What follows belongs to an exercise in optimizing a design on an open flow for small area, a short achievable clock period and few clock cycles per item; a production flow would make more cautious choices. RTL that was checked went through simulation tests only; none was proved equivalent to the original. Function not checked in runs 2 to 6: the RTL went through the layout flow alone. Power and IR drop assume default switching activity.

File: run.sh
#!/bin/bash
# synth_recipe.tcl (not shown) runs the flow's synth.tcl, then flattens the netlist and writes it again
# the make line also repeats each setting of config.mk as NAME=value (left out here)
make -C /OpenROAD-flow-scripts/flow DESIGN_CONFIG=/design/flow/config.mk WORK_HOME=/design/flow/orfs CLKGATE_MAP_FILE= SYNTH_SCRIPT=/design/flow/synth_recipe.tcl finish
File: design.v
`timescale 1ns/1ps
package wide_add_pkg;
  localparam logic ADD = 1'b0;
  localparam logic SUB = 1'b1;
  function automatic int num_stages(input int width, input int lane_w);
    if (lane_w > 0) num_stages = width / lane_w;
    else num_stages = 1;
  endfunction
  function automatic bit cfg_ok(input int width, input int lane_w);
    cfg_ok = (lane_w > 0) && ((width % lane_w) == 0) && ((width / lane_w) >= 1);
  endfunction
endpackage
`timescale 1ns/1ps
module wide_add_lane #(
  parameter int WIDTH  = 256,
  parameter int LANE_W = 64,
  parameter int IDX    = 0
) (
  input  logic             clk,
  input  logic             rst,
  input  logic             advance,
  input  logic             up_valid,
  input  logic             up_carry,
  input  logic [WIDTH-1:0] up_op1,
  input  logic [WIDTH-1:0] up_op2,
  input  logic [WIDTH-1:0] up_res,
  output logic             valid,
  output logic             carry,
  output logic [WIDTH-1:0] op1,
  output logic [WIDTH-1:0] op2,
  output logic [WIDTH-1:0] res
);
  localparam int LO = IDX * LANE_W;
  localparam logic [WIDTH-1:0] UPPER_MASK = {WIDTH{1'b1}} << ((IDX + 1) * LANE_W);
  logic [LANE_W:0]  lane_sum;
  logic [WIDTH-1:0] res_next;
  assign lane_sum = {1'b0, up_op1[LO +: LANE_W]}
                  + {1'b0, up_op2[LO +: LANE_W]}
                  + {{LANE_W{1'b0}}, up_carry};
  always_comb begin
    res_next = up_res;
    res_next[LO +: LANE_W] = lane_sum[LANE_W-1:0];
  end
  always_ff @(posedge clk) begin
    if (rst) begin
      valid <= 1'b0;
      carry <= 1'b0;
      op1   <= '0;
      op2   <= '0;
      res   <= '0;
    end else if (advance) begin
      valid <= up_valid;
      carry <= lane_sum[LANE_W];
      op1   <= up_op1 & UPPER_MASK;
      op2   <= up_op2 & UPPER_MASK;
      res   <= res_next;
    end
  end
endmodule
`timescale 1ns/1ps
module wide_add_pipe #(
  parameter int WIDTH  = 256,
  parameter int LANE_W = 64,
  parameter int EN_W   = 8,
  parameter int CNT_W  = 16
) (
  input  logic             clk,
  input  logic             rst,
  input  logic             in_valid,
  output logic             in_ready,
  input  logic [WIDTH-1:0] op1,
  input  logic [WIDTH-1:0] op2,
  input  logic             sub,
  input  logic [EN_W-1:0]  en1,
  input  logic [EN_W-1:0]  en2,
  output logic             out_valid,
  input  logic             out_ready,
  output logic [WIDTH-1:0] res,
  output logic             carry_out,
  output logic [CNT_W-1:0] drop_cnt
);
  localparam int S = wide_add_pkg::num_stages(WIDTH, LANE_W);
  if (!wide_add_pkg::cfg_ok(WIDTH, LANE_W)) begin : g_bad_cfg
    $error("wide_add_pipe: WIDTH must be a positive multiple of LANE_W");
  end
  logic            advance;
  logic            gate;
  logic [EN_W-1:0] en_sum;
  logic             valid_bus [S+1];
  logic             carry_bus [S+1];
  logic [WIDTH-1:0] op1_bus   [S+1];
  logic [WIDTH-1:0] op2_bus   [S+1];
  logic [WIDTH-1:0] res_bus   [S+1];
  assign en_sum = en1 + en2;
  assign gate   = &en_sum;
  assign advance  = !out_valid || out_ready;
  assign in_ready = advance;
  assign valid_bus[0] = in_valid && gate;
  assign carry_bus[0] = (sub == wide_add_pkg::SUB);
  assign op1_bus[0]   = op1;
  assign op2_bus[0]   = (sub == wide_add_pkg::SUB) ? ~op2 : op2;
  assign res_bus[0]   = '0;
  for (genvar k = 0; k < S; k++) begin : g_lane
    wide_add_lane #(
      .WIDTH  (WIDTH),
      .LANE_W (LANE_W),
      .IDX    (k)
    ) u_lane (
      .clk      (clk),
      .rst      (rst),
      .advance  (advance),
      .up_valid (valid_bus[k]),
      .up_carry (carry_bus[k]),
      .up_op1   (op1_bus[k]),
      .up_op2   (op2_bus[k]),
      .up_res   (res_bus[k]),
      .valid    (valid_bus[k+1]),
      .carry    (carry_bus[k+1]),
      .op1      (op1_bus[k+1]),
      .op2      (op2_bus[k+1]),
      .res      (res_bus[k+1])
    );
  end
  assign out_valid = valid_bus[S];
  assign carry_out = carry_bus[S];
  assign res       = res_bus[S];
  logic unused_tail;
  assign unused_tail = &{1'b0, op1_bus[S], op2_bus[S]};
  always_ff @(posedge clk) begin
    if (rst) begin
      drop_cnt <= '0;
    end else if (in_valid && in_ready && !gate && (drop_cnt != '1)) begin
      drop_cnt <= drop_cnt + 1'b1;
    end
  end
endmodule
File: config.mk
export PLATFORM = sky130hd
export DESIGN_NAME = wide_add_pipe
export DESIGN_NICKNAME = wide_add_pipe
export VERILOG_FILES = /design/flow/design.v
export SDC_FILE = /design/flow/constraint.sdc
export NUM_CORES = 4
export LEC_CHECK = 0
export CAP_MARGIN = 20
export CORE_AREA = 10 10 370 370
export DIE_AREA = 0 0 380 380
export SLEW_MARGIN = 20
File: constraint.sdc
create_clock -name core_clock -period 4.2 [get_ports {clk}]
set_input_delay 0.8400 -clock core_clock [delete_from_list [all_inputs] [get_ports {clk}]]
set_output_delay 0.8400 -clock core_clock [all_outputs]
set_load 0.01 [all_outputs]
==> results of run 1 <==
## how the worst max path moves through the flow
stage	startpoint	endpoint	slack (ns)	depth (start not counted)
floorplan	sub	g_lane[0].u_lane.res[48]	0.006	15
detailed placement	op2[1]	g_lane[0].u_lane.res[62]	-0.55	17
global placement	op2[1]	g_lane[0].u_lane.res[62]	-0.56	17
global route	g_lane[2].u_lane.carry	g_lane[3].u_lane.res[240]	0.006	12
finish	g_lane[2].u_lane.carry	g_lane[3].u_lane.res[254]	0.21	13
CTS	g_lane[0].u_lane.carry	g_lane[1].u_lane.carry	0.08	14
## registers in the layout, indices dropped and copies added (netlist names)
register / count
drop_cnt: 16
g_lane.u_lane.op1: 384
g_lane.u_lane.op2: 384
g_lane.u_lane.valid: 4
g_lane.u_lane.carry: 4
g_lane.u_lane.res: 640
## Yosys cell counts (all sizes together), types with 29 or more instances
library cell / count
xnor2: 314
nor3: 46
dfxtp: 1432
nor2: 410
nand2: 2429
inv: 80
clkbuf: 563
o21ai: 233
nand3: 66
a211oi: 251
xor2: 168
and3: 30
a31oi: 29
nand4: 81
a21oi: 1401
ha: 260
o21bai: 47
a21o: 155
## stage by stage
step	area [um2]	TNS, ns	std cells
global placement	75300	-6.34	10500
floorplan	65500	0	8391
detailed placement	75300	-6.39	10500
finish	80500	0	10800
CTS	80400	0	10800
global route	80500	0	10800
## worst register-to-register path: cells and delay by family (launching register included)
family | cells | cell delay, ns
AOI/OAI and AO/OA | 9 | 2.15
DFF | 1 | 0.33
buffers and inverters | 1 | 0.20
adders and majority gates | 2 | 0.94
muxes | 1 | 0.23
## routing by layer
metal  part of all wire  vias up
met5            0.00011        -
met4              0.029        4
met3              0.066      304
met2               0.45     1597
met1               0.45    27800
li1                   -    29600
## what timing repair did
item | 4_1_cts | 5_1_grt
endpoints found under the setup margin | 0 | 2
resized for setup | 0 | 3
hold buffers | 0 | 0
buffers inserted | 0 | 0
## cell type report
| class | instances | area (um2) |
|---|---|---|
| clock inverter | 61 | 796 |
| antenna | 10 | 25.0 |
| multi-input combinational | 6300 | 34400 |
| sequential | 1432 | 28700 |
| tap | 1742 | 2180 |
| timing repair buffer | 989 | 9800 |
| fill | 11700 | 48700 |
| inverter | 80 | 308 |
| clock buffer | 210 | 4280 |
## logic make-up (layout without fill, tap and decap cells)
kind of cell / after synthesis / count (layout)
compound gates: 2337 / 2337
xor+xnor: 482 / 482
fa+ha+maj: 268 / 268
buf+inv: 659 / 1340
flops: 1432 / 1432
mux: 7 / 7
other cells: 0 / 10
simple gates: 3206 / 3206
## power by group
group / leakage (nW) / switching, mW / total, mW / internal (mW)
combinational: 17.7 / 2.50 / 4.65 / 2.15
sequential: 11.8 / 0.519 / 15.0 / 14.5
clock: 2.51 / 5.64 / 13.6 / 7.98
==> flow_summary_export.csv, run 1 <==
group,metric,value,unit
sta,clock_skew,0.0346,ns
routing,route.detailed.drc,0,
worst_setup_path,worst-path-max-fanout,5,
worst_setup_path,rr_worst_depth,13,
routing,drt_iter0_drc,4822,
logic_synthesis,async_flop_share,0,
sta,max_freq,0.251,GHz
worst_setup_path,r2r-start,"g_lane[2].u_lane.carry",
global_route,grt_overflow,0,
status,status,"complete, no violations",
logic_synthesis,synth_compound_gate_area_share,0.210,
worst_setup_path,crit_chain,"fa_1, fa_1, a21oi_1, o21a_1, o211ai_1, a21bo_1, o2111a_1, o31ai_2, buf_4, o22ai_1, o31ai_1, mux2i_1, a21oi_1",
routing,routed_via_density,5.48,
logic_synthesis,synth_mux_area_frac,0.00109,
min_path,hold_end,"g_lane[3].u_lane.res[118]",
floorplan,die_h,380,um
worst_setup_path,cp-end-kind,"register",
sta,setup_viol,0,
worst_setup_path,path_delay_family,"compound AO/OA/AOI/OAI gates",
worst_setup_path,critical_path_class,"register to register",
logic_synthesis,synth_xor_area_frac,0.0645,
min_path,hp-class,"register to register",
routing,dr.pass1.iters,6,
logic_synthesis,synth-edff-count,0,
routing,num_vias,59300,
global_route,grt_use_met1,0.381,
sta,final_hold_viol_count,0,
logic_synthesis,synth_top_area_frac,0.438,
logic_synthesis,synth_adder_area_share,0.0521,
global_route,antenna_found_initial,23,
sta,grt_setup_unrepaired,"false",
logic_synthesis,syn_inst,8391,
final_layout,layout_common_cells,"2428 x nand2_1, 1432 x dfxtp_1, 1398 x a21oi_1",
logic_synthesis,yosys.area_share.simple,0.197,
logic_synthesis,synth_area_leader_cell,"dfxtp_1",
sta,fin_ws,0.212,ns
global_route,grtUsageMet2,0.436,
power_and_ir_drop,irDropWorstVdd,0.343,mV
global_route,grt_max_degree,240,
floorplan,ios,808,
floorplan,fp.dieW,380,um
cts,htree_num_levels,4,
floorplan,die_area,144000,um2
global_route,grt_pass1_vias,55500,
final_layout,final_util,0.623,
logic_synthesis,synth.area.top_cells,"dfxtp_1 44%, nand2_1 14%, a21oi_1 11%",
logic_synthesis,syn_nets,9192,
placement,gp_congestion,0.930,
worst_setup_path,cp_num_buf_inv,1,
min_path,hp-start,"g_lane[2].u_lane.res[118]",
logic_synthesis,yosysSeqAreaShare,0.438,
cts,clkTransAtPathRegs,0.06,ns
logic_synthesis,synth_ff_type,"dfxtp_1",
cts,cts-root-buf,"clkbuf_16",
power_and_ir_drop,total_power,33.3,mW
final_layout,layout_commonest_cell,"nand2_1",
logic_synthesis,synth.distinct_cells,90,
final_layout,fin_nets,9754,
cts,clk_path_buf_depth,3,
routing,wl,211,mm
worst_setup_path,worstPathRequired,4.83,ns
placement,dp_slack,-0.554,ns
worst_setup_path,worst_ep_arrival_time,4.62,ns
worst_setup_path,critical-path-max-stage-delay,0.49,ns
cts,cts_buffers,150,
min_path,hold_depth,2,
routing,wl_per_cell,19.5,um
final_layout,area_growth_syn_to_layout,22.8,%
placement,port_buffers,807,
flow_run,maxCapViolCount,0,
global_route,top_usage_layer,"met2",
sta,drv_slew,0,
cts,cts_tree,"done",
global_route,grt_use_total,0.277,
logic_synthesis,avgSynthCellArea,7.81,um2
sta,fin_crit,3.99,ns
floorplan,num_rows,132,
global_route,grt_pass1_wl,324,mm
power_and_ir_drop,p_per_area,413,nW/um2
routing,ant_nets,0,
placement,hpwl,155,mm
worst_setup_path,crit_slowest_cell,"fa_1",
sta,worst_slew_pin_slew,1.18,ns
logic_synthesis,synth_area,65500,um2
logic_synthesis,synth_seq_cells,1432,
cts,clk_latency,0.78,ns
power_and_ir_drop,leakage,32.0,nW
floorplan,fp.coreArea,129000,um2
sta,slew_headroom,0.214,
worst_setup_path,worstSetupStartpointType,"register",
worst_setup_path,regToRegSetupSlack,0.21,ns
global_route,met3_usage,0.0560,
worst_setup_path,reg2reg_to,"g_lane[3].u_lane.res[254]",
logic_synthesis,ys_warn_count,15,
cts,cts_sinks,1432,
sta,finalCritPeriodShare,0.949,
sta,holdWs,0.434,ns
logic_synthesis,synth_top_family_by_area,"compound AO/OA/AOI/OAI gates",
floorplan,start_util,0.507,
final_layout,final_layout_size_suffix_gt1_frac,0.0530,
Testbench counts, summed over its fixed seeds: cycles 2,415, items 2,400.
==> inputs of run 2 (changes only) <==
==> design.v (replaced) <==
`timescale 1ns/1ps
package wide_add_pkg;
  localparam logic ADD = 1'b0;
  localparam logic SUB = 1'b1;
endpackage
`timescale 1ns/1ps
module wide_add_lane #(
  parameter int WIDTH = 256
) (
  input  logic [WIDTH-1:0] a,
  input  logic [WIDTH-1:0] b,
  input  logic             cin,
  output logic [WIDTH-1:0] sum,
  output logic             cout
);
  assign {cout, sum} = {1'b0, a} + {1'b0, b} + {{WIDTH{1'b0}}, cin};
endmodule
`timescale 1ns/1ps
module wide_add_pipe #(
  parameter int WIDTH  = 256,
  parameter int LANE_W = 64,
  parameter int EN_W   = 8,
  parameter int CNT_W  = 16
) (
  input  logic             clk,
  input  logic             rst,
  input  logic             in_valid,
  output logic             in_ready,
  input  logic [WIDTH-1:0] op1,
  input  logic [WIDTH-1:0] op2,
  input  logic             sub,
  input  logic [EN_W-1:0]  en1,
  input  logic [EN_W-1:0]  en2,
  output logic             out_valid,
  input  logic             out_ready,
  output logic [WIDTH-1:0] res,
  output logic             carry_out,
  output logic [CNT_W-1:0] drop_cnt
);
  logic             advance;
  logic             gate;
  logic             is_sub;
  logic [WIDTH-1:0] b_in;
  logic [WIDTH-1:0] sum;
  logic             cout;
  assign gate = &(en1 ^ en2);
  assign advance  = !out_valid || out_ready;
  assign in_ready = advance;
  assign is_sub = (sub == wide_add_pkg::SUB);
  assign b_in   = op2 ^ {WIDTH{is_sub}};
  wide_add_lane #(.WIDTH(WIDTH)) u_add (
    .a    (op1),
    .b    (b_in),
    .cin  (is_sub),
    .sum  (sum),
    .cout (cout)
  );
  always_ff @(posedge clk) begin
    if (rst) begin
      out_valid <= 1'b0;
    end else if (advance) begin
      out_valid <= in_valid && gate;
    end
  end
  always_ff @(posedge clk) begin
    if (advance) begin
      res       <= sum;
      carry_out <= cout;
    end
  end
  logic             drop_inc;
  logic [CNT_W-1:0] cnt_ones;
  assign drop_inc    = in_valid && in_ready && !gate && !(&drop_cnt);
  assign cnt_ones[0] = 1'b1;
  for (genvar i = 1; i < CNT_W; i++) begin : g_ones
    assign cnt_ones[i] = &drop_cnt[i-1:0];
  end
  always_ff @(posedge clk) begin
    if (rst) begin
      drop_cnt <= '0;
    end else if (drop_inc) begin
      drop_cnt <= drop_cnt ^ cnt_ones;
    end
  end
endmodule
--- a/config.mk
+++ b/config.mk
@@ -8,4 +8,4 @@
 export CAP_MARGIN = 20
-export CORE_AREA = 10 10 370 370
-export DIE_AREA = 0 0 380 380
+export CORE_MARGIN = 2
+export CORE_UTILIZATION = 50
 export SLEW_MARGIN = 20
==> flow_summary_export.csv, run 2 <==
group,metric,value,unit
global_route,grt_pass1_vias,48100,
logic_synthesis,synth_top_area_frac,0.255,
logic_synthesis,synth_seq_cells,274,
global_route,grt_use_total,0.648,
placement,hpwl,136,mm
logic_synthesis,yosysSeqAreaShare,0.266,
status,status,"did not finish",
cts,htree_num_levels,2,
cts,cts_sinks,274,
logic_synthesis,ys_warn_count,1,
status,haltStage,"5_1_grt",
status,toolErrorMsg,"[ERROR GRT-0116] Global routing finished with congestion. Check the congestion regions in the DRC Viewer.",
floorplan,start_util,0.504,
cts,cts-root-buf,"clkbuf_16",
logic_synthesis,syn_nets,4585,
floorplan,num_rows,90,
floorplan,ios,808,
cts,cts_buffers,36,
logic_synthesis,async_flop_share,0,
logic_synthesis,yosysMostFrequentCell,"a21oi_1",
cts,holdBufCountCts,0,
placement,port_buffers,807,
logic_synthesis,syn_inst,3762,
placement,postPlaceCellArea,50300,um2
global_route,grt_overflow,44,
logic_synthesis,synth.area.top_cells,"edfxtp_1 25%, ha_1 12%, xor2_1 10%",
floorplan,die_h,250,um
logic_synthesis,synth_ff_type,"edfxtp_1",
logic_synthesis,synth.distinct_cells,90,
global_route,grt_pass1_wl,303,mm
cts,clk_path_buf_depth,3,
placement,dp_slack,-0.997,ns
placement,dpl.cell_count,6695,
floorplan,fp.dieW,250,um
logic_synthesis,synth_commonest_cells,"509 x a21oi_1, 404 x nand2_1, 360 x xor2_1, 330 x nor2_1, 295 x o21ai_0",
logic_synthesis,avgSynthCellArea,8.05,um2
placement,gp_congestion,1.09,
logic_synthesis,synth_area_leader_cell,"edfxtp_1",
logic_synthesis,synth_area,30300,um2
logic_synthesis,synth-edff-count,257,
global_route,grt_max_degree,108,
-- run 2: cell count changes after synthesis, moves of 41 or more --
cell | before | now
nand2_1 | 2429 | 404
nor2_1 | 410 | 330
o21bai_1 | 47 | 88
xor2_1 | 168 | 360
xnor2_1 | 314 | 168
clkbuf_1 | 563 | 81
edfxtp_1 | 0 | 257
o21ai_0 | 192 | 295
a21oi_1 | 1398 | 509
a21o_1 | 155 | 91
a211oi_1 | 250 | 16
dfxtp_1 | 1432 | 17
nand4_1 | 81 | 147
-- run 2: logic make-up after synthesis --
| family | after synthesis | synth area share |
|---|---|---|
| buffers and inverters | 243 | 0.0318 |
| multiplexers | 5 | 0.00165 |
| flip-flops | 274 | 0.266 |
| XOR/XNOR | 528 | 0.153 |
| AND/OR/NAND/NOR | 1145 | 0.174 |
| adder cells (fa/ha/maj) | 290 | 0.120 |
| AO/OA/AOI/OAI | 1277 | 0.254 |
-- run 2: per-layer routing --
layer  overflow  track usage
met4         21        0.611
met3          3        0.417
met1          1        0.656
met5          0        0.215
met2         19        0.876
-- run 2: worst min-delay path by stage --
stage | slack, ns | depth (start not counted) | end
CTS | 0.55 | 2 | drop_cnt[10]
detailed placement | 0.52 | 2 | drop_cnt[15]
global placement | 0.50 | 2 | drop_cnt[15]
floorplan | 0.54 | 2 | drop_cnt[15]
-- run 2: what timing repair did --
item / in CTS
pin swaps: 111
buffers inserted: 84
gates cloned: 4
setup endpoints to repair: 99
gates resized for setup: 296
-- run 2: power by group through the flow --
stage,clock [mW],sequential (mW),combinational (mW)
floorplan,0,4.88,3.87
global placement,0,4.56,10.7
detailed placement,0,4.61,10.9
CTS,3.10,4.59,11.4
==> inputs of run 3 (changes only) <==
--- a/design.v
+++ b/design.v
@@ -7,11 +7,13 @@
 module wide_add_lane #(
-  parameter int WIDTH = 256
+  parameter int BLK_W = 8
 ) (
-  input  logic [WIDTH-1:0] a,
-  input  logic [WIDTH-1:0] b,
+  input  logic [BLK_W-1:0] a,
+  input  logic [BLK_W-1:0] b,
   input  logic             cin,
-  output logic [WIDTH-1:0] sum,
-  output logic             cout
+  output logic [BLK_W-1:0] sum,
+  output logic             gen,
+  output logic             prop
 );
-  assign {cout, sum} = {1'b0, a} + {1'b0, b} + {{WIDTH{1'b0}}, cin};
+  assign {gen, sum} = {1'b0, a} + {1'b0, b} + {{BLK_W{1'b0}}, cin};
+  assign prop       = &(a ^ b);
 endmodule
@@ -39,2 +41,5 @@
 );
+  localparam int BLK_W = 16;
+  localparam int NB    = WIDTH / BLK_W;
+  localparam int LV    = $clog2(NB);
   logic             advance;
@@ -43,4 +48,2 @@
   logic [WIDTH-1:0] b_in;
-  logic [WIDTH-1:0] sum;
-  logic             cout;
   assign gate = &(en1 ^ en2);
@@ -50,14 +53,51 @@
   assign b_in   = op2 ^ {WIDTH{is_sub}};
-  wide_add_lane #(.WIDTH(WIDTH)) u_add (
-    .a    (op1),
-    .b    (b_in),
-    .cin  (is_sub),
-    .sum  (sum),
-    .cout (cout)
-  );
+  logic [WIDTH-1:0] blk_sum;
+  logic [NB-1:0]    blk_g;
+  logic [NB-1:0]    blk_p;
+  for (genvar j = 0; j < NB; j++) begin : g_blk
+    logic [BLK_W-1:0] a;
+    logic [BLK_W-1:0] b;
+    logic [BLK_W-1:0] s;
+    logic             ci;
+    logic             g;
+    logic             p;
+    assign a  = op1[j*BLK_W +: BLK_W];
+    assign b  = b_in[j*BLK_W +: BLK_W];
+    assign ci = (j == 0) ? is_sub : 1'b0;
+    wide_add_lane #(.BLK_W(BLK_W)) u_lane (
+      .a    (a),
+      .b    (b),
+      .cin  (ci),
+      .sum  (s),
+      .gen  (g),
+      .prop (p)
+    );
+    assign blk_sum[j*BLK_W +: BLK_W] = s;
+    assign blk_g[j] = g;
+    assign blk_p[j] = (j == 0) ? 1'b0 : p;
+  end
+  logic [NB-1:0] pg [LV+1];
+  logic [NB-1:0] pp [LV+1];
+  assign pg[0] = blk_g;
+  assign pp[0] = blk_p;
+  for (genvar l = 0; l < LV; l++) begin : g_lvl
+    for (genvar j = 0; j < NB; j++) begin : g_node
+      if (((j >> l) & 1) == 1) begin : g_comb
+        localparam int J = ((j >> l) << l) - 1;
+        assign pg[l+1][j] = pg[l][j] | (pp[l][j] & pg[l][J]);
+        assign pp[l+1][j] = pp[l][j] & pp[l][J];
+      end else begin : g_pass
+        assign pg[l+1][j] = pg[l][j];
+        assign pp[l+1][j] = pp[l][j];
+      end
+    end
+  end
+  logic             valid_q;
+  logic [WIDTH-1:0] sum_q;
+  logic [NB-1:0]    cy_q;     
   always_ff @(posedge clk) begin
     if (rst) begin
-      out_valid <= 1'b0;
+      valid_q <= 1'b0;
     end else if (advance) begin
-      out_valid <= in_valid && gate;
+      valid_q <= in_valid && gate;
     end
@@ -66,6 +106,21 @@
     if (advance) begin
-      res       <= sum;
-      carry_out <= cout;
+      sum_q <= blk_sum;
+      cy_q  <= pg[LV];
     end
   end
+  logic [WIDTH-1:0] res_w;
+  assign res_w[BLK_W-1:0] = sum_q[BLK_W-1:0];
+  for (genvar j = 1; j < NB; j++) begin : g_inc
+    logic [BLK_W-1:0] s;
+    logic [BLK_W-1:0] low_ones;
+    assign s = sum_q[j*BLK_W +: BLK_W];
+    assign low_ones[0] = 1'b1;
+    for (genvar i = 1; i < BLK_W; i++) begin : g_bit
+      assign low_ones[i] = &s[i-1:0];
+    end
+    assign res_w[j*BLK_W +: BLK_W] = s ^ (low_ones & {BLK_W{cy_q[j-1]}});
+  end
+  assign out_valid = valid_q;
+  assign res       = res_w;
+  assign carry_out = cy_q[NB-1];
   logic             drop_inc;
--- a/config.mk
+++ b/config.mk
@@ -9,3 +9,3 @@
 export CORE_MARGIN = 2
-export CORE_UTILIZATION = 50
+export CORE_UTILIZATION = 40
 export SLEW_MARGIN = 20
==> flow_summary_export.csv, run 3 <==
group,metric,value,unit
cts,cts_buffers,39,
final_layout,final_layout_size_suffix_gt1_frac,0.119,
logic_synthesis,synth_compound_gate_area_share,0.129,
routing,routed_via_density,5.10,
placement,dpl.cell_count,4583,
routing,route.detailed.drc,0,
cts,cts_sinks,289,
placement,port_buffers,807,
logic_synthesis,synth_xor_area_frac,0.240,
power_and_ir_drop,clockPowerShare,0.217,
routing,wl,102,mm
routing,dr.pass1.iters,5,
cts,htree_num_levels,2,
final_layout,layout_common_cells,"770 x clkdlybuf4s50_1, 412 x xor2_1, 291 x buf_4",
global_route,grt_pass1_vias,24400,
worst_setup_path,cp-end-kind,"output pin",
min_path,hp-start,"drop_cnt[15]",
global_route,grt_pass1_wl,149,mm
placement,postPlaceCellArea,37200,um2
final_layout,largest_reg_flops,256,
worst_setup_path,path_delay_family,"simple AND/OR/NAND/NOR gates",
global_route,grt_max_degree,155,
logic_synthesis,synth_top_area_frac,0.316,
floorplan,fp.dieW,258,um
logic_synthesis,ys_warn_count,3,
worst_setup_path,reg2reg_to,"drop_cnt[13]",
logic_synthesis,avgSynthCellArea,9.70,um2
final_layout,multi_input_area,16800,um2
logic_synthesis,synth_commonest_cells,"415 x xor2_1, 293 x xnor2_1, 274 x ha_1, 272 x edfxtp_1, 177 x inv_1",
min_path,hp-class,"register to register",
floorplan,start_util,0.403,
worst_setup_path,critical_path_class,"register to output pin",
cts,cts-root-buf,"clkbuf_16",
cts,clk_path_buf_depth,3,
final_layout,regArea,8510,um2
final_layout,final_util,0.607,
worst_setup_path,regToRegSetupSlack,1.45,ns
sta,max_freq,0.246,GHz
worst_setup_path,crit_slowest_cell,"edfxtp_1",
worst_setup_path,crit_chain,"nand3_1, nor2_1, and3_1, and3_1, and3_1, nand3_1, nor2_2, nand4_1, xnor2_2, dlygate4sd2_1",
sta,slew_headroom,0.424,
global_route,grt_overflow,0,
worst_setup_path,crit_top_cell,"and3_1",
sta,holdWs,0.520,ns
logic_synthesis,async_flop_share,0,
floorplan,die_area,66600,um2
sta,fin_crit,4.06,ns
power_and_ir_drop,seqPwrFrac,0.304,
power_and_ir_drop,combPwrFrac,0.479,
floorplan,die_h,258,um
sta,finalCritPeriodShare,0.966,
power_and_ir_drop,p_int,10.3,mW
worst_setup_path,rr_worst_depth,11,
logic_synthesis,synth_seq_cells,289,
sta,drv_slew,0,
floorplan,ios,808,
worst_setup_path,worstSetupStartpointType,"register",
logic_synthesis,syn_inst,2664,
final_layout,fin_nets,4599,
placement,gp_congestion,0.966,
final_layout,finalNonFillerCells,4690,
sta,setup_viol,0,
final_layout,reg_top3,"sum_q (256), cy_q (16), drop_cnt (16)",
min_path,hold_depth,2,
sta,clock_skew,0.0190,ns
worst_setup_path,worst_ep_arrival_time,3.22,ns
sta,worst_slew_pin_slew,0.865,ns
final_layout,n_fill_cell,5512,
global_route,grt_use_total,0.297,
logic_synthesis,synth-edff-count,272,
logic_synthesis,yosys.area_share.simple,0.124,
global_route,antenna_found_initial,38,
worst_setup_path,r2r-start,"drop_cnt[0]",
floorplan,fp.coreArea,64100,um2
logic_synthesis,synth_adder_area_share,0.145,
logic_synthesis,syn_nets,3487,
logic_synthesis,synth_mux_area_frac,0.00232,
routing,wl_per_cell,21.8,um
min_path,hold_end,"drop_cnt[14]",
placement,dp_slack,-0.549,ns
logic_synthesis,synth_area,25800,um2
sta,setup_tns,0,ns
status,status,"complete, no violations",
routing,drt_iter0_drc,1216,
logic_synthesis,yosysMostFrequentCell,"xor2_1",
flow_run,maxCapViolCount,0,
power_and_ir_drop,p_per_area,410,nW/um2
logic_synthesis,synth.area.top_cells,"edfxtp_1 32%, xor2_1 14%, ha_1 13%",
placement,hpwl,87.7,mm
sta,fin_ws,0.141,ns
floorplan,num_rows,93,
logic_synthesis,synth_area_leader_cell,"edfxtp_1",
sta,final_hold_viol_count,0,
power_and_ir_drop,p_sw,5.62,mW
worst_setup_path,critical-path-max-stage-delay,0.37,ns
power_and_ir_drop,total_power,15.9,mW
worst_setup_path,cp_num_buf_inv,1,
cts,clk_latency,0.56,ns
final_layout,fin_area,38900,um2
cts,clkTransAtPathRegs,0.06,ns
routing,ant_nets,0,
final_layout,layout_commonest_cell,"clkdlybuf4s50_1",
worst_setup_path,worstPathRequired,3.36,ns
routing,num_vias,23900,
power_and_ir_drop,irDropWorstVdd,0.335,mV
logic_synthesis,synth_top_family_by_area,"XOR/XNOR gates",
logic_synthesis,yosysSeqAreaShare,0.329,
power_and_ir_drop,leakage,17.0,nW
logic_synthesis,synth_ff_type,"edfxtp_1",
logic_synthesis,synth.distinct_cells,70,
final_layout,regMostFlops,"sum_q",
power_and_ir_drop,sw_frac_of_total,0.352,
final_layout,area_growth_syn_to_layout,50.6,%
cts,cts_tree,"done",
worst_setup_path,worst-path-max-fanout,4,
run 3: worst min-delay path: stages (launching register included):
cell	delay (ns)
dfxtp_1	0.33
inv_1	0.06
a311oi_1	0.08
run 3: power by group through the flow:
stage	logic, mW	clock network, mW	registers [mW]
2_1_floorplan	3.54	0	4.74
3_3_place_gp	7.54	0	4.82
3_5_place_dp	7.57	0	4.86
4_1_cts	7.62	3.53	4.82
5_1_grt	8.16	3.63	4.94
6_report	7.64	3.46	4.84
run 3: worst max-delay path by stage:
stage | startpoint | to | slack [ns] | depth (start not counted)
6_report | sum_q[17] | res[31] | 0.14 | 10
2_1_floorplan | sub | cy_q[15] | 0.01 | 14
5_1_grt | cy_q[12] | res[222] | -0.01 | 10
3_3_place_gp | op2[112] | cy_q[15] | -0.51 | 16
4_1_cts | cy_q[2] | res[63] | -0.19 | 10
3_5_place_dp | op2[112] | cy_q[15] | -0.55 | 16
run 3: final cells by class:
cell class                 instances  area share
inverter                         177      0.0171
multi-input combinational       2162       0.433
tap                              855      0.0275
clock buffer                      52      0.0290
clock inverter                    17     0.00460
sequential                       289       0.219
antenna                           31     0.00199
timing repair buffer            1107       0.268
run 3: cells by family after synthesis:
group,after synthesis
buffers and inverters,213
AND/OR/NAND/NOR,650
flip-flops,289
AO/OA/AOI/OAI,508
adder cells (fa/ha/maj),290
multiplexers,6
XOR/XNOR,708
run 3: per-layer routing:
| layer | routed length (um) | GRT usage | vias up | part of all wire |
|---|---|---|---|---|
| met4 | 3540 | 0.111 | 18 | 0.035 |
| met1 | 39600 | 0.336 | 11300 | 0.39 |
| met2 | 51700 | 0.536 | 722 | 0.51 |
| li1 | - | - | 11700 | - |
| met3 | 7360 | 0.0741 | 159 | 0.072 |
| met5 | 121 | 0 | - | 0.0012 |
run 3: timing repair:
item                                    4_1_cts  5_1_grt
endpoints found under the setup margin       42       42
buffers inserted                              4        3
endpoints found under the hold margin         0        0
hold buffers                                  0        0
pin swaps                                     6       11
resized for setup                            64       59
==> inputs of run 4 (changes only) <==
--- a/design.v
+++ b/design.v
@@ -41,3 +41,3 @@
 );
-  localparam int BLK_W = 16;
+  localparam int BLK_W = 8;
   localparam int NB    = WIDTH / BLK_W;
==> flow_summary_export.csv, run 4 <==
group,metric,value,unit
flow_run,maxCapViolCount,0,
logic_synthesis,syn_nets,3328,
worst_setup_path,crit_top_cell,"a21o_1",
global_route,grt_overflow,0,
sta,final_hold_viol_count,0,
worst_setup_path,critical_path_class,"input port to register",
status,status,"complete, no violations",
global_route,antenna_found_initial,38,
logic_synthesis,synth_area,25600,um2
power_and_ir_drop,p_per_area,400,nW/um2
final_layout,area_growth_syn_to_layout,53.6,%
sta,drv_slew,0,
cts,cts_sinks,305,
power_and_ir_drop,irDropWorstVdd,0.296,mV
logic_synthesis,async_flop_share,0,
placement,port_buffers,807,
placement,gp_congestion,0.979,
sta,worst_slew_pin_slew,0.946,ns
cts,cts_tree,"done",
floorplan,fp.dieW,257,um
worst_setup_path,worstSetupStartpointType,"input port",
final_layout,layout_common_cells,"805 x clkdlybuf4s50_1, 405 x buf_4, 386 x xor2_1",
routing,dr.pass1.iters,6,
global_route,grt_pass1_wl,143,mm
logic_synthesis,synth_area_leader_cell,"edfxtp_1",
cts,clk_latency,0.56,ns
worst_setup_path,worst-path-max-fanout,3,
worst_setup_path,worstPathRequired,4.49,ns
floorplan,start_util,0.405,
logic_synthesis,synth-edff-count,288,
worst_setup_path,critical-path-max-stage-delay,0.48,ns
sta,fin_crit,4.08,ns
floorplan,die_h,257,um
global_route,grt_use_total,0.288,
routing,route.detailed.drc,0,
worst_setup_path,worst_ep_arrival_time,4.36,ns
final_layout,final_layout_size_suffix_gt1_frac,0.137,
worst_setup_path,crit_slowest_cell,"clkdlybuf4s50_1",
logic_synthesis,ys_warn_count,3,
logic_synthesis,synth.distinct_cells,60,
power_and_ir_drop,total_power,15.7,mW
logic_synthesis,synth_top_area_frac,0.338,
routing,wl_per_cell,21.1,um
sta,holdWs,0.539,ns
routing,num_vias,23000,
logic_synthesis,yosysSeqAreaShare,0.352,
final_layout,layout_commonest_cell,"clkdlybuf4s50_1",
sta,finalCritPeriodShare,0.971,
routing,wl,97.2,mm
final_layout,reg_top3,"sum_q (256), cy_q (32), drop_cnt (16)",
min_path,hp-class,"register to register",
worst_setup_path,cp-end-kind,"register",
logic_synthesis,synth_seq_cells,305,
sta,clock_skew,0.0148,ns
sta,max_freq,0.245,GHz
sta,setup_viol,0,
routing,ant_nets,0,
sta,grt_setup_unrepaired,"true",
power_and_ir_drop,leakage,17.4,nW
final_layout,largest_reg_flops,256,
floorplan,die_area,65900,um2
final_layout,n_fill_cell,5291,
logic_synthesis,yosysMostFrequentCell,"xor2_1",
cts,cts_buffers,41,
worst_setup_path,crit_chain,"clkdlybuf4s50_1, xor2_1, ha_1, a21o_1, or3_1, o21a_1, a2111o_1, and2_4, o31ai_4, a21oi_1, or3_4, a21o_1, o2111ai_2, a22oi_1",
global_route,grt_pass1_vias,24100,
routing,drt_iter0_drc,996,
final_layout,fin_nets,4562,
cts,cts-root-buf,"clkbuf_16",
logic_synthesis,syn_inst,2473,
cts,clk_path_buf_depth,3,
cts,clkTransAtPathRegs,0.05,ns
global_route,grt_max_degree,155,
floorplan,ios,808,
routing,routed_via_density,4.98,
cts,htree_num_levels,2,
sta,slew_headroom,0.370,
logic_synthesis,synth_ff_type,"edfxtp_1",
logic_synthesis,synth_commonest_cells,"387 x xor2_1, 295 x xnor2_1, 290 x ha_1, 288 x edfxtp_1, 221 x inv_1",
placement,hpwl,83.8,mm
final_layout,regMostFlops,"sum_q",
logic_synthesis,synth.area.top_cells,"edfxtp_1 34%, ha_1 14%, xor2_1 13%",
cts,holdBufCountCts,0,
logic_synthesis,avgSynthCellArea,10.3,um2
floorplan,num_rows,92,
floorplan,fp.coreArea,63100,um2
-- run 4: cell types whose count changed after synthesis, moves of 21 or more --
cell | before | now
nor2_1 | 152 | 75
nand2_1 | 158 | 97
nand3_1 | 88 | 39
o21bai_1 | 38 | 84
inv_1 | 177 | 221
nor3_1 | 34 | 4
o21ai_0 | 63 | 33
xor2_1 | 415 | 387
nand4_1 | 62 | 84
and3_1 | 46 | 67
-- run 4: cells by family (layout without fill, tap and decap cells) --
group           after synthesis  in the layout  synth area share
compound gates              476            476             0.119
buf+inv                     254           1515            0.0373
xor+xnor                    682            682             0.234
simple gates                429            429            0.0886
other cells                   0             27                 0
flops                       305            305             0.352
mux                           5              5           0.00196
fa+ha+maj                   322            322             0.167
-- run 4: worst paths after layout --
kind               startpoint            to  slack [ns]  depth (start not counted)
setup / recovery       op2[7]      cy_q[31]        0.12                         14
hold / removal    drop_cnt[3]   drop_cnt[3]        0.54                          2
setup reg to reg  drop_cnt[0]  drop_cnt[13]        1.35                         12
hold reg to reg   drop_cnt[3]   drop_cnt[3]        0.54                          2
-- run 4: worst max-delay path, delay by kind of cell --
| kind | cells | cell delay [ns] |
|---|---|---|
| AO/OA/AOI/OAI | 8 | 1.66 |
| XOR/XNOR | 1 | 0.17 |
| adder cells (fa/ha/maj) | 1 | 0.27 |
| buffers and inverters | 1 | 0.48 |
| AND/OR/NAND/NOR | 3 | 0.95 |
-- run 4: per-layer routing --
layer	GRT usage	wire length [um]	share of wire
met4	0.137	4750	0.049
met2	0.530	50100	0.52
met3	0.0612	5730	0.059
met1	0.314	36500	0.38
met5	0	127	0.0013
-- run 4: power breakdown --
group	switching (mW)	internal (mW)
clock	1.36	1.90
combinational	3.41	4.10
sequential	0.574	4.35
-- run 4: area by class of cell --
| cell class | instances | area, um2 | share of cell area |
|---|---|---|---|
| multi-input cells | 1914 | 15800 | 0.402 |
| well taps | 846 | 1060 | 0.0270 |
| clock inverters | 22 | 158 | 0.00402 |
| flip-flops and latches | 305 | 8990 | 0.229 |
| diodes | 27 | 67.6 | 0.00172 |
| inverters | 222 | 833 | 0.0212 |
| repair buffers | 1223 | 11300 | 0.288 |
| clock buffers | 48 | 1050 | 0.0268 |
-- run 4: per-stage QoR --
step,TNS (ns),cells,utilization,instance area [um2],worst slack [ns]
after floorplan,-0.342,2473,-,25700,-0.132
after global placement,-9.57,4509,0.599,37800,-0.668
after detailed placement,-11.09,4509,0.599,37800,-0.793
after CTS,0,4579,0.619,39100,0.00360
after global routing,-0.00773,4604,0.622,39200,-0.00773
final,0,4607,0.622,39300,0.123
-- run 4: what timing repair did --
item                                   4_1_cts  5_1_grt
endpoints found under the hold margin        0        0
setup endpoints to repair                    5       16
setup buffers                                0        1
cloned                                       0        0
pin swaps                                    1        6
resized for setup                            8       27
==> inputs of run 5 (changes only) <==
==> flow/run.sh (new file) <==
#!/bin/bash
# Layout flow: the standard ORFS flow (standard.sh, including its
# standard synthesis), with plain buffers instead of ORFS's default
# delay-buffer cell for the port buffers that global placement inserts.
# Every input and output port still gets its own buffer.
set -euo pipefail
export BUFFER_PORTS_ARGS="-buffer_cell sky130_fd_sc_hd__buf_1"
bash standard.sh "BUFFER_PORTS_ARGS=$BUFFER_PORTS_ARGS" finish > flow_standard.log 2>&1
==> standard.sh (new file) <==
#!/bin/bash
# synth_recipe.tcl (not shown) runs the flow's synth.tcl, then flattens the netlist and writes it again
# the make line also repeats each setting of config.mk as NAME=value (left out here)
make -C /OpenROAD-flow-scripts/flow DESIGN_CONFIG=/design/flow/config.mk WORK_HOME=/design/flow/orfs CLKGATE_MAP_FILE= SYNTH_SCRIPT=/design/flow/synth_recipe.tcl "${@:-finish}"
removed: run.sh
==> flow_summary_export.csv, run 5 <==
group,metric,value,unit
placement,hpwl,73.2,mm
cts,cts_buffers,39,
logic_synthesis,yosysMostFrequentCell,"xor2_1",
floorplan,num_rows,92,
final_layout,regMostFlops,"sum_q",
sta,drv_slew,0,
floorplan,start_util,0.405,
flow_run,maxCapViolCount,0,
min_path,hp-class,"register to register",
final_layout,reg_top3,"sum_q (256), cy_q (32), drop_cnt (16)",
worst_setup_path,rr_worst_depth,12,
cts,holdBufCountCts,0,
sta,setup_tns,0,ns
sta,worst_slew_pin_slew,0.862,ns
sta,setup_viol,0,
power_and_ir_drop,p_per_area,407,nW/um2
floorplan,die_area,65900,um2
worst_setup_path,cp_num_buf_inv,3,
worst_setup_path,regToRegSetupSlack,1.35,ns
logic_synthesis,synth.distinct_cells,60,
sta,max_freq,0.246,GHz
worst_setup_path,r2r-start,"drop_cnt[0]",
logic_synthesis,synth_area_leader_cell,"edfxtp_1",
global_route,grt_use_total,0.250,
sta,final_hold_viol_count,0,
routing,drt_iter0_drc,1055,
global_route,grt_pass1_vias,22600,
final_layout,layout_commonest_cell,"buf_1",
final_layout,layout_common_cells,"806 x buf_1, 434 x buf_4, 386 x xor2_1",
global_route,antenna_found_initial,15,
worst_setup_path,critical-path-max-stage-delay,0.49,ns
power_and_ir_drop,leakage,15.4,nW
worst_setup_path,crit_chain,"buf_12, buf_12, xor2_1, ha_2, fa_2, a21o_1, a21oi_4, nor2_4, a2111o_1, and2_4, o31ai_2, buf_4, a21oi_1, or3_4, a21o_1, o2111ai_1, a22oi_1",
logic_synthesis,ys_warn_count,3,
min_path,hp-start,"drop_cnt[5]",
worst_setup_path,reg2reg_to,"drop_cnt[13]",
logic_synthesis,synth_area,25600,um2
worst_setup_path,worstPathRequired,4.48,ns
worst_setup_path,worst-path-max-fanout,9,
routing,num_vias,22400,
floorplan,die_h,257,um
min_path,hold_end,"drop_cnt[5]",
worst_setup_path,critical_path_class,"input port to register",
sta,fin_crit,4.06,ns
min_path,hold_depth,2,
routing,wl_per_cell,18.5,um
status,status,"complete, no violations",
global_route,grt_max_degree,127,
cts,cts_sinks,305,
final_layout,n_fill_cell,5884,
floorplan,ios,808,
logic_synthesis,yosysSeqAreaShare,0.352,
routing,ant_nets,0,
worst_setup_path,crit_slowest_cell,"a2111o_1",
sta,slew_headroom,0.426,
routing,route.detailed.drc,0,
cts,clkTransAtPathRegs,0.05,ns
logic_synthesis,synth_seq_cells,305,
sta,fin_ws,0.141,ns
routing,dr.pass1.iters,5,
cts,cts_tree,"done",
global_route,grt_overflow,0,
worst_setup_path,cp.depth,17,
logic_synthesis,syn_inst,2473,
logic_synthesis,synth-edff-count,288,
final_layout,area_growth_syn_to_layout,34.5,%
logic_synthesis,synth.area.top_cells,"edfxtp_1 34%, ha_1 14%, xor2_1 13%",
cts,cts-root-buf,"clkbuf_16",
cts,clk_path_buf_depth,3,
sta,grt_setup_unrepaired,"true",
sta,clock_skew,0.0120,ns
logic_synthesis,syn_nets,3328,
final_layout,largest_reg_flops,256,
worst_setup_path,worstSetupStartpointType,"input port",
logic_synthesis,synth_ff_type,"edfxtp_1",
placement,port_buffers,807,
final_layout,fin_nets,4591,
global_route,grt_pass1_wl,127,mm
final_layout,fin_area,34400,um2
logic_synthesis,synth_top_area_frac,0.338,
routing,routed_via_density,4.85,
logic_synthesis,avgSynthCellArea,10.3,um2
sta,finalCritPeriodShare,0.966,
logic_synthesis,synth_commonest_cells,"387 x xor2_1, 295 x xnor2_1, 290 x ha_1, 288 x edfxtp_1, 221 x inv_1",
final_layout,final_layout_size_suffix_gt1_frac,0.140,
placement,dp_slack,-0.729,ns
placement,postPlaceCellArea,33000,um2
logic_synthesis,async_flop_share,0,
floorplan,fp.dieW,257,um
cts,clk_latency,0.55,ns
cts,htree_num_levels,2,
worst_setup_path,path_delay_family,"compound AO/OA/AOI/OAI gates",
worst_setup_path,worst_ep_arrival_time,4.34,ns
routing,wl,85.2,mm
placement,gp_congestion,0.962,
floorplan,fp.coreArea,63100,um2
worst_setup_path,cp-end-kind,"register",
power_and_ir_drop,irDropWorstVdd,0.290,mV
==> run 5: layer usage <==
metal	wire length (um)	track usage	share of wire
met2	42700	0.448	0.50
met3	4710	0.0462	0.055
met1	34700	0.298	0.41
met4	2970	0.0922	0.035
met5	50	0	0.00059
==> run 5: cells by family (layout without fill, tap and decap cells) <==
| kind of cell | after synthesis | in the layout | share of synthesized area |
|---|---|---|---|
| compound gates | 476 | 476 | 0.119 |
| xor+xnor | 682 | 682 | 0.234 |
| fa+ha+maj | 322 | 322 | 0.167 |
| buf+inv | 254 | 1540 | 0.0373 |
| flops | 305 | 305 | 0.352 |
| mux | 5 | 5 | 0.00196 |
| other cells | 0 | 10 | 0 |
| simple gates | 429 | 429 | 0.0886 |
==> run 5: how the worst max path moves through the flow <==
stage | startpoint | end | slack (ns)
2_1_floorplan | sub | cy_q[10] | -0.13
3_3_place_gp | sub | cy_q[30] | -0.62
3_5_place_dp | sub | cy_q[31] | -0.73
4_1_cts | sub | cy_q[18] | 0.01
5_1_grt | sub | cy_q[31] | -0.01
6_report | sub | cy_q[31] | 0.14
==> run 5: layout make-up <==
| type | count | area, um2 | share of cell area |
|---|---|---|---|
| timing repair buffer | 1254 | 6560 | 0.191 |
| antenna | 10 | 25.0 | 0.000728 |
| inverter | 222 | 833 | 0.0243 |
| clock inverter | 12 | 78.8 | 0.00229 |
| clock buffer | 52 | 1100 | 0.0319 |
| tap | 846 | 1060 | 0.0308 |
| multi-input combinational | 1914 | 15700 | 0.457 |
| sequential | 305 | 8990 | 0.262 |
==> run 5: repair_timing <==
action	4_1_cts	5_1_grt
cloned	0	2
pin swaps	0	7
resized for setup	6	18
hold endpoints to repair	0	0
buffers inserted	0	2
endpoints found under the setup margin	2	10
==> run 5: power breakdown <==
group          internal [mW]  switching (mW)
sequential              4.35           0.572
clock                   1.87            1.30
combinational           2.68            3.21
==> run 5: worst register-to-register path: cells and delay by family (launching register included) <==
family,cells,cell delay [ns]
AND/OR/NAND/NOR,9,1.54
AO/OA/AOI/OAI,1,0.48
flip-flops,1,0.33
adder cells (fa/ha/maj),1,0.22
XOR/XNOR,1,0.15
==> run 5: stage by stage <==
stage	power [mW]	cells	utilization	hold WS, ns
after floorplan	8.18	2473	-	0.540
after global placement	10.8	4537	0.523	0.515
after detailed placement	10.8	4537	0.523	0.519
after CTS	14.1	4601	0.542	0.532
after global routing	14.8	4613	0.545	0.557
final	14.0	4615	0.545	0.535
==> inputs of run 6 (changes only) <==
--- a/config.mk
+++ b/config.mk
@@ -10,2 +10,3 @@
 export CORE_UTILIZATION = 40
+export SETUP_SLACK_MARGIN = 1.0
 export SLEW_MARGIN = 20
==> flow_summary_export.csv, run 6 <==
group,metric,value,unit
status,status,"complete, no violations",
final_layout,layout_common_cells,"806 x buf_1, 436 x buf_4, 381 x xor2_1",
sta,holdWs,0.540,ns
floorplan,fp.dieW,257,um
floorplan,fp.coreArea,63100,um2
logic_synthesis,synth_ff_type,"edfxtp_1",
sta,worst_slew_pin_slew,0.984,ns
global_route,grt_pass1_wl,129,mm
logic_synthesis,synth_top_area_frac,0.338,
final_layout,area_growth_syn_to_layout,38.2,%
cts,cts_sinks,305,
logic_synthesis,ys_warn_count,3,
sta,drv_slew,0,
sta,slew_headroom,0.344,
routing,drt_iter0_drc,1053,
final_layout,multi_input_area,16200,um2
sta,fin_crit,4.06,ns
logic_synthesis,synth_commonest_cells,"387 x xor2_1, 295 x xnor2_1, 290 x ha_1, 288 x edfxtp_1, 221 x inv_1",
cts,clk_latency,0.55,ns
global_route,grt_max_degree,155,
floorplan,die_h,257,um
min_path,hp-class,"register to register",
placement,postPlaceCellArea,32900,um2
logic_synthesis,syn_nets,3328,
sta,clock_skew,0.00907,ns
cts,cts_tree,"done",
routing,ant_nets,0,
final_layout,fin_area,35300,um2
power_and_ir_drop,irDropWorstVdd,0.276,mV
sta,finalCritPeriodShare,0.967,
routing,num_vias,22800,
final_layout,largest_reg_flops,256,
floorplan,die_area,65900,um2
final_layout,regArea,8990,um2
logic_synthesis,synth_seq_cells,305,
logic_synthesis,synth-edff-count,288,
global_route,grt_overflow,0,
cts,clkTransAtPathRegs,0.06,ns
cts,holdBufCountCts,0,
final_layout,final_util,0.560,
global_route,antenna_found_initial,15,
sta,setup_viol,0,
logic_synthesis,synth.area.top_cells,"edfxtp_1 34%, ha_1 14%, xor2_1 13%",
worst_setup_path,worstPathRequired,4.50,ns
routing,route.detailed.drc,0,
worst_setup_path,crit_chain,"clkbuf_16, buf_12, buf_4, xor2_1, ha_2, a21o_1, or3_1, o21a_1, a2111o_1, and2_4, or3_4, a211o_1, a2111o_1, a21oi_2, o21bai_1",
global_route,grt_pass1_vias,22900,
logic_synthesis,synth_area_leader_cell,"edfxtp_1",
cts,clk_path_buf_depth,3,
routing,routed_via_density,4.91,
placement,hpwl,72.9,mm
logic_synthesis,yosysMostFrequentCell,"xor2_1",
final_layout,reg_top3,"sum_q (256), cy_q (32), drop_cnt (16)",
placement,dpl.cell_count,4515,
final_layout,finalNonFillerCells,4644,
worst_setup_path,crit_top_cell,"a2111o_1",
cts,htree_num_levels,2,
worst_setup_path,critical-path-max-stage-delay,0.49,ns
power_and_ir_drop,clockPowerShare,0.240,
power_and_ir_drop,p_per_area,410,nW/um2
logic_synthesis,synth.distinct_cells,60,
routing,dr.pass1.iters,5,
sta,grt_setup_unrepaired,"true",
routing,wl,86.4,mm
logic_synthesis,syn_inst,2473,
worst_setup_path,crit_slowest_cell,"a2111o_1",
global_route,grt_use_total,0.254,
floorplan,num_rows,92,
power_and_ir_drop,p_int,9.22,mW
final_layout,fin_nets,4615,
cts,cts_buffers,40,
sta,final_hold_viol_count,0,
worst_setup_path,critical_path_class,"input port to register",
flow_run,maxCapViolCount,0,
worst_setup_path,worst_ep_arrival_time,4.36,ns
logic_synthesis,yosysSeqAreaShare,0.352,
final_layout,n_fill_cell,5779,
placement,gp_congestion,0.968,
floorplan,ios,808,
placement,port_buffers,807,
power_and_ir_drop,leakage,15.7,nW
power_and_ir_drop,sw_frac_of_total,0.363,
cts,cts-root-buf,"clkbuf_16",
power_and_ir_drop,seqPwrFrac,0.340,
worst_setup_path,worstSetupStartpointType,"input port",
sta,max_freq,0.246,GHz
power_and_ir_drop,combPwrFrac,0.420,
floorplan,start_util,0.405,
final_layout,regMostFlops,"sum_q",
power_and_ir_drop,p_sw,5.24,mW
routing,wl_per_cell,18.6,um
worst_setup_path,worst-path-max-fanout,8,
worst_setup_path,cp-end-kind,"register",
logic_synthesis,avgSynthCellArea,10.3,um2
logic_synthesis,synth_area,25600,um2
logic_synthesis,async_flop_share,0,
final_layout,layout_commonest_cell,"buf_1",
final_layout,final_layout_size_suffix_gt1_frac,0.172,
-- run 6: metal layers --
| layer | share of wire | up-vias | global-route usage | wire [um] |
|---|---|---|---|---|
| li1 | - | 11300 | - | - |
| met1 | 0.39 | 10600 | 0.291 | 33700 |
| met2 | 0.51 | 683 | 0.460 | 43700 |
| met3 | 0.067 | 149 | 0.0606 | 5750 |
| met4 | 0.035 | 12 | 0.0869 | 3060 |
| met5 | 0.00094 | - | 0 | 81 |
-- run 6: path summary, 6_finish.rpt --
kind,from,end,slack [ns],depth (start not counted)
worst max register to register,drop_cnt[0],drop_cnt[13],1.19,12
worst max-delay path,sub,cy_q[10],0.14,15
worst min-delay path,drop_cnt[13],drop_cnt[13],0.54,2
worst min register to register,drop_cnt[13],drop_cnt[13],0.54,2
-- run 6: area by class of cell --
| class | count | share of cell area |
|---|---|---|
| timing repair buffer | 1277 | 0.196 |
| sequential | 305 | 0.254 |
| clock buffer | 51 | 0.0304 |
| inverter | 222 | 0.0236 |
| tap | 846 | 0.0300 |
| multi-input combinational | 1914 | 0.459 |
| clock inverter | 20 | 0.00620 |
| antenna | 9 | 0.000638 |
-- run 6: power groups by stage --
| stage | Sequential (mW) | Clock [mW] | Combinational, mW |
|---|---|---|---|
| after floorplan | 4.84 | 0 | 3.36 |
| after global placement | 4.95 | 0 | 5.85 |
| after detailed placement | 4.97 | 0 | 5.86 |
| after CTS | 4.92 | 3.56 | 6.02 |
| after global routing | 5.02 | 3.65 | 6.63 |
| final | 4.92 | 3.47 | 6.08 |
-- run 6: kinds of logic (layout without fill, tap and decap cells) --
logic type	after synthesis	count (layout)	share of synthesized area
AOI/OAI and AO/OA	476	476	0.119
xor gates and xnor gates	682	682	0.234
adders and majority gates	322	322	0.167
buffers and inverters	254	1570	0.0373
DFF	305	305	0.352
muxes	5	5	0.00196
other	0	9	0
and+or+nand+nor	429	429	0.0886
-- run 6: through the flow --
step,power [mW],setup TNS [ns],setup slack (ns)
3_5_place_dp,10.8,-8.47,-0.669
2_1_floorplan,8.19,-0.144,-0.0917
6_report,14.5,0,0.139
5_1_grt,15.3,0,0.0813
3_3_place_gp,10.8,-7.52,-0.640
4_1_cts,14.5,0,0.236
-- run 6: repair_timing --
action	4_1_cts	5_1_grt
setup buffers	26	19
setup endpoints to repair	39	35
pin swaps	27	49
cloned	3	1
gates resized for setup	91	68
-- run 6: worst max-delay path: cells and delay by family --
kind / cells / cell delay (ns)
and+or+nand+nor: 3 / 0.88
AOI/OAI and AO/OA: 7 / 1.84
adders and majority gates: 1 / 0.19
xor gates and xnor gates: 1 / 0.16
buffers and inverters: 3 / 0.45

-- separate check: timing with driven ports --
In the flow no input, the clock included, has a driving cell. The finished layouts below were timed again as built, in two steps. Step 1 (the two cells are an assumption about what drives the block):
set clk [get_ports {clk}]
set_driving_cell -lib_cell sky130_fd_sc_hd__clkbuf_16 $clk
set_driving_cell -lib_cell sky130_fd_sc_hd__buf_2 [delete_from_list [all_inputs] $clk]
Step 2 moves the port delays by t, midway between the first and last clock arrival at a register: inputs arrive t later, outputs are due t later. That takes back most of the time a late clock gives input paths. Slacks: ideal / step 1 / step 2; pairs: ideal / step 1.
| run | t, ns | setup WS [ns] | hold slack, ns | worst setup path at the end | worst register clock-pin slew, ns |
|---|---|---|---|---|---|
| run 1 | 0.849 | 0.212 / 0.212 / -0.593 | 0.434 / 0.412 / 0.434 | input to register | 0.06 / 0.06 |
| run 3 | 0.607 | 0.141 / 0.087 / -0.385 | 0.520 / 0.520 / 0.520 | input to register | 0.06 / 0.06 |
| run 4 | 0.606 | 0.123 / 0.136 / -0.470 | 0.539 / 0.539 / 0.539 | input to register | 0.06 / 0.06 |
| run 5 | 0.599 | 0.141 / 0.147 / -0.451 | 0.535 / 0.535 / 0.535 | input to register | 0.06 / 0.06 |
| run 6 | 0.607 | 0.139 / 0.153 / -0.454 | 0.540 / 0.540 / 0.540 | input to register | 0.06 / 0.06 |
Met with ideal ports but missed after step 2: setup timing in every run listed. The setup slack of run 1, which loses most, moves by 0.000 ns with the drivers and by -0.805 ns with both steps.
